What follows belongs to an exercise in optimizing a design on an open flow for small area, a short achievable clock period and few clock cycles per item; a production flow would make more cautious choices. RTL that was checked went through simulation tests only; none was proved equivalent to the original. Power figures rest on the tool's default switching activity, not on a simulated workload.

Setup of alpha:
==> flow/design.v (excerpt) <==
module grid_linear_upsampler (
  input  logic        clk_i,
  input  logic        rst_ni,
  input  logic        in_valid_i,
  output logic        in_ready_o,
  input  logic [20:0] in_data_i,
  output logic        out_valid_o,
  input  logic        out_ready_i,
  output logic [9:0]  out_data_o,
  input  logic        cfg_we_i,
  input  logic [3:0]  cfg_data_i
);
Size in the first run: about 3000 cells after synthesis, roughly 1000 flip-flops, about 42 I/O pins.
export LEC_CHECK = 0
export ABC_CLOCK_PERIOD_IN_PS = 2500
export CAP_MARGIN = 20
export CORE_MARGIN = 2
export CORE_UTILIZATION = 40
export CTS_BUF_LIST = sky130_fd_sc_hd__clkbuf_16
export CTS_CLUSTER_DIAMETER = 100
export CTS_CLUSTER_SIZE = 30
export PLACE_DENSITY = 0.6
export SETUP_SLACK_MARGIN = 5
export SLEW_MARGIN = 20
create_clock -name core_clock -period 8.0 [get_ports {clk_i}]
run.sh (not shown) runs the stock make flow with config.mk's settings and CLKGATE_MAP_FILE= SYNTH_SCRIPT=/design/flow/synth_recipe.tcl, a recipe that flattens the netlist after the stock synthesis.
alpha finished end to end and its layout was clean on timing, DRC and antenna.
Testbench counts of alpha, summed over its fixed seeds: cycles 6,862, items 3,335.
## Diff of input files: beta against alpha
--- a/flow/design.v
+++ b/flow/design.v
@@ -146,79 +146,73 @@
     e_o = '0;
     o_o = '0;
     for (int c = 0; c < 9; c += 2) e_o = e_o | (row[c] & {8{crd_i[c]}});
     for (int c = 1; c < 9; c += 2) o_o = o_o | (row[c] & {8{crd_i[c]}});
   end
 endmodule
 module gsu_queue #(
-  parameter int LIMIT = 7,    
-  parameter int NBUF  = 6     
+  parameter int LIMIT = 4,    
+  parameter int NBUF  = 3     
 ) (
   input  logic       clk_i,
   input  logic       rst_ni,
   input  logic       acc_i,       
   output logic       ready_o,
   input  logic       res_valid_i,
   input  logic [9:0] res_data_i,
   output logic       out_valid_o,
   input  logic       out_ready_i,
   output logic [9:0] out_data_o
 );
   localparam int CW = $clog2(LIMIT + 1);
-  logic [CW-1:0]   owed_q, owed_inc, owed_dec;
-  logic            below_q;            
-  logic            ready_q;
-  logic            ov_q;
-  logic [9:0]      od_q;
-  logic [9:0]      buf_q [NBUF];
-  logic [NBUF-1:0] wp_q, rp_q;         
-  logic [NBUF:0]   bcnt_q;             
-  logic            take, ofree, pop, push, up, dn;
-  logic [9:0]      head;
+  logic [CW-1:0] owed_q, owed_d;
+  logic          ready_q;
+  logic          ov_q;
+  logic [9:0]    od_q;
+  logic [9:0]    buf_q [NBUF];
+  logic [NBUF-1:0] wp_q, rp_q;     
+  logic          bempty_q;
+  logic [NBUF:0] bcnt_q;           
+  logic          take, ofree, pop, push;
+  logic [9:0]    head;
   assign take  = ov_q && out_ready_i;
   assign ofree = !ov_q || out_ready_i;
   assign pop   = ofree && !bcnt_q[0];
   assign push  = res_valid_i && !(ofree && bcnt_q[0]);
-  assign up    = res_valid_i && ov_q && !out_ready_i;
-  assign dn    = !bcnt_q[0] && !res_valid_i && ofree;
-  assign owed_inc = owed_q + CW'(1);
-  assign owed_dec = owed_q - CW'(1);
   always_comb begin
     head = '0;
     for (int i = 0; i < NBUF; i++) head = head | (buf_q[i] & {10{rp_q[i]}});
   end
+  always_comb begin
+    owed_d = owed_q;
+    if (acc_i && !take) owed_d = owed_q + CW'(1);
+    else if (!acc_i && take) owed_d = owed_q - CW'(1);
+  end
   always_ff @(posedge clk_i or negedge rst_ni) begin
     if (!rst_ni) begin
       owed_q  <= '0;
-      below_q <= 1'b1;
       ready_q <= 1'b0;
       ov_q    <= 1'b0;
       wp_q    <= NBUF'(1);
       rp_q    <= NBUF'(1);
       bcnt_q  <= (NBUF+1)'(1);
     end else begin
-      if (acc_i && !take) begin
-        owed_q  <= owed_inc;
-        below_q <= owed_inc < CW'(LIMIT);
-      end else if (!acc_i && take) begin
-        owed_q  <= owed_dec;
-        below_q <= 1'b1;
-      end
-      ready_q <= !acc_i && (below_q || take);
+      owed_q  <= owed_d;
+      ready_q <= !acc_i && (owed_d < CW'(LIMIT));
       if (ofree) ov_q <= !bcnt_q[0] || res_valid_i;
       if (push) wp_q <= {wp_q[NBUF-2:0], wp_q[NBUF-1]};
       if (pop)  rp_q <= {rp_q[NBUF-2:0], rp_q[NBUF-1]};
-      if (up)      bcnt_q <= {bcnt_q[NBUF-1:0], 1'b0};
-      else if (dn) bcnt_q <= {1'b0, bcnt_q[NBUF:1]};
+      if (push && !pop) bcnt_q <= {bcnt_q[NBUF-1:0], 1'b0};
+      else if (pop && !push) bcnt_q <= {1'b0, bcnt_q[NBUF:1]};
     end
   end
   always_ff @(posedge clk_i) begin
     if (ofree) od_q <= !bcnt_q[0] ? head : res_data_i;
     for (int i = 0; i < NBUF; i++) begin
-      if (res_valid_i && wp_q[i]) buf_q[i] <= res_data_i;
+      if (push && wp_q[i]) buf_q[i] <= res_data_i;
     end
   end
   assign ready_o     = ready_q;
   assign out_valid_o = ov_q;
   assign out_data_o  = od_q;
 endmodule
 module gsu_front (
@@ -403,15 +397,15 @@
       s1_p1 <= 1'b0;
     end else begin
       s1_p0 <= acc;
       s1_p1 <= s1_p0;
     end
   end
   always_ff @(posedge clk_i) begin
-    if (in_ready_o) s1_item <= in_data_i;
+    if (acc) s1_item <= in_data_i;
   end
   logic       f_we, f_rd;
   logic [1:0] f_st;
   logic [8:0] f_rsel, f_csel;
   logic [5:0] f_tr, f_tc;
   gsu_front u_front (
     .cmd_i    (s1_item[20]),
Findings:
When the final numbers for beta and alpha were put side by side, the sequential share of cell area turned out to be greater in beta.
In the tables for beta and alpha, wire length of the first global-routing pass reads lower with beta.
Per the comparison of beta with alpha, post-synthesis average cell area grew by about 1.2%, worst setup slack before clock tree synthesis shrank by 0.38 ns, area added between synthesis and finish shrank by 0.24 points.
Between beta and alpha, it is beta whose instance count on the critical path is higher, by 2.
For beta, only the layout was checked, not whether the RTL still works.

* * *

grid_linear_upsampler, a different RTL version from the one above (not shown whole).
For scale: ~3100 cells after synthesis, about 42 I/O pins.
Settings: LEC_CHECK=0, ABC_CLOCK_PERIOD_IN_PS=2500, CAP_MARGIN=20, CORE_MARGIN=2, CORE_UTILIZATION=40, CTS_BUF_LIST=sky130_fd_sc_hd__clkbuf_16, CTS_CLUSTER_DIAMETER=100, CTS_CLUSTER_SIZE=30, PLACE_DENSITY=0.6, SETUP_SLACK_MARGIN=5, SLEW_MARGIN=20; clock period 8.0 ns.
Testbench counts at the start, summed over its fixed seeds: cycles 6,862, items 3,335.
Edit:
--- a/flow/design.v
+++ b/flow/design.v
@@ -147,14 +147,14 @@
     o_o = '0;
     for (int c = 0; c < 9; c += 2) e_o = e_o | (row[c] & {8{crd_i[c]}});
     for (int c = 1; c < 9; c += 2) o_o = o_o | (row[c] & {8{crd_i[c]}});
   end
 endmodule
 module gsu_queue #(
-  parameter int LIMIT = 7,    
-  parameter int NBUF  = 6     
+  parameter int LIMIT = 8,    
+  parameter int NBUF  = 7     
 ) (
   input  logic       clk_i,
   input  logic       rst_ni,
   input  logic       acc_i,       
   output logic       ready_o,
   input  logic       res_valid_i,
@@ -328,49 +328,61 @@
   input  logic [11:0]   k_i,
   input  logic [5:0]    w_i,
   output logic          v_o,
   output logic [SB-1:0] sb_o,
   output logic [7:0]    h_o
 );
-  logic          p2_v, p3_v, p4_v;
-  logic [SB-1:0] p2_sb, p3_sb, p4_sb;
+  logic          p2_v, pa_v, p3_v, p4_v;
+  logic [SB-1:0] p2_sb, pa_sb, p3_sb, p4_sb;
   logic [14:0] m_s, m_c;
   logic [14:0] p2_s, p2_c;
   gsu_mul_cs u_mul (.d_i(d_i), .w_i(w_i), .k_i(k_i), .s_o(m_s), .c_o(m_c));
-  logic [14:0] sum3;
   logic [11:0] z;
   logic        q3a;
   logic [2:0]  r3a, r3;
   logic [1:0]  q3b;
   logic [2:0]  p3_q;
   logic [2:0]  p3_r;
   logic [5:0]  p3_z;
-  gsu_add #(.W(15)) u_add3 (.a_i(p2_s), .b_i(p2_c), .ci_i(1'b0), .s_o(sum3));
-  assign z = sum3[14:3];
+  logic [8:0]  lo3;
+  logic [4:0]  pa_zl;
+  logic        pa_cy;
+  logic [6:0]  pa_s, pa_c;
+  logic [6:0]  hi3;
+  gsu_add #(.W(9)) u_add3l (.a_i({1'b0, p2_s[7:0]}), .b_i({1'b0, p2_c[7:0]}), .ci_i(1'b0), .s_o(lo3));
+  gsu_add #(.W(7)) u_add3h (.a_i(pa_s), .b_i(pa_c), .ci_i(pa_cy), .s_o(hi3));
+  assign z = {hi3, pa_zl};
   gsu_div5_step   u_d3a (.rem_i(z[11:9]), .bit_i(z[8]), .q_o(q3a), .rem_o(r3a));
   gsu_div5_steps2 #(.N(1)) u_d3b (.rem_i(r3a), .bits_i(z[7:6]), .q_o(q3b), .rem_o(r3));
   logic [5:0]  q4;
   logic [2:0]  r4;
   logic [7:0]  p4_q;
   gsu_div5_steps2 #(.N(3)) u_d4 (.rem_i(p3_r), .bits_i(p3_z), .q_o(q4), .rem_o(r4));
   always_ff @(posedge clk_i or negedge rst_ni) begin
     if (!rst_ni) begin
       p2_v <= 1'b0;
+      pa_v <= 1'b0;
       p3_v <= 1'b0;
       p4_v <= 1'b0;
     end else begin
       p2_v <= v_i;
-      p3_v <= p2_v;
+      pa_v <= p2_v;
+      p3_v <= pa_v;
       p4_v <= p3_v;
     end
   end
   always_ff @(posedge clk_i) begin
     p2_sb <= sb_i;
     p2_s  <= m_s;
     p2_c  <= m_c;
-    p3_sb <= p2_sb;
+    pa_sb <= p2_sb;
+    pa_zl <= lo3[7:3];
+    pa_cy <= lo3[8];
+    pa_s  <= p2_s[14:8];
+    pa_c  <= p2_c[14:8];
+    p3_sb <= pa_sb;
     p3_q  <= {q3a, q3b};
     p3_r  <= r3;
     p3_z  <= z[5:0];
     p4_sb <= p3_sb;
     p4_q  <= {p3_q[1:0], q4};
   end
@@ -564,13 +576,13 @@
     .k_i    (vp1_k),
     .w_i    (vp1_w),
     .v_o    (v_v),
     .sb_o   (v_st),
     .h_o    (v_h)
   );
-  gsu_queue #(.LIMIT(7), .NBUF(6)) u_queue (
+  gsu_queue #(.LIMIT(8), .NBUF(7)) u_queue (
     .clk_i       (clk_i),
     .rst_ni      (rst_ni),
     .acc_i       (acc),
     .ready_o     (in_ready_o),
     .res_valid_i (v_v),
     .res_data_i  ({v_h, v_st}),
Result: First-iteration DRC count is higher by 6.0%. Die area is higher by 4.3%. Maximum frequency is lower by 3.9%. Count of clock-buffer cells in the layout is higher by 3. Core utilization is higher by 0.24 points. Final area is higher by 4.4%. Wire length is higher by 2.9%. Power is higher by 14%.
Testbench counts after the change, summed over its fixed seeds: cycles 6,894, items 3,335.

## re-timing with driven ports
Ports are ideal in the flow. The routed layouts listed here were re-timed in OpenROAD.
Step 1, drivers: a clkbuf_16 drives clk_i and a buf_2 each remaining input, both assumed.
Step 2 moves the port delays by t, midway between the first and last clock arrival at a register: inputs arrive t later, outputs are due t later. That takes back most of the time a late clock gives input paths.
a / b / c = no drivers / after step 1 / after step 2; a / b = the first two.
| run | t, ns | setup WS [ns] | hold slack, ns | slew at the worst register clock pin (ns) |
|---|---|---|---|---|
| alpha | 0.714 | 4.980 / 4.915 / 4.436 | 0.327 / 0.327 / 0.327 | 0.12 / 0.12 |
| beta | 0.677 | 4.974 / 5.014 / 4.337 | 0.334 / 0.334 / 0.334 | 0.11 / 0.11 |
| the first run of note 2 | 0.732 | 5.048 / 4.980 / 4.437 | 0.307 / 0.307 / 0.307 | 0.11 / 0.11 |
| the second run of note 2 | 0.698 | 4.928 / 4.928 / 4.539 | 0.313 / 0.313 / 0.313 | 0.12 / 0.12 |
After both steps every run listed still meets setup and hold. The setup slack of beta, which loses most, moves by +0.040 ns with the drivers and by -0.637 ns with both steps.
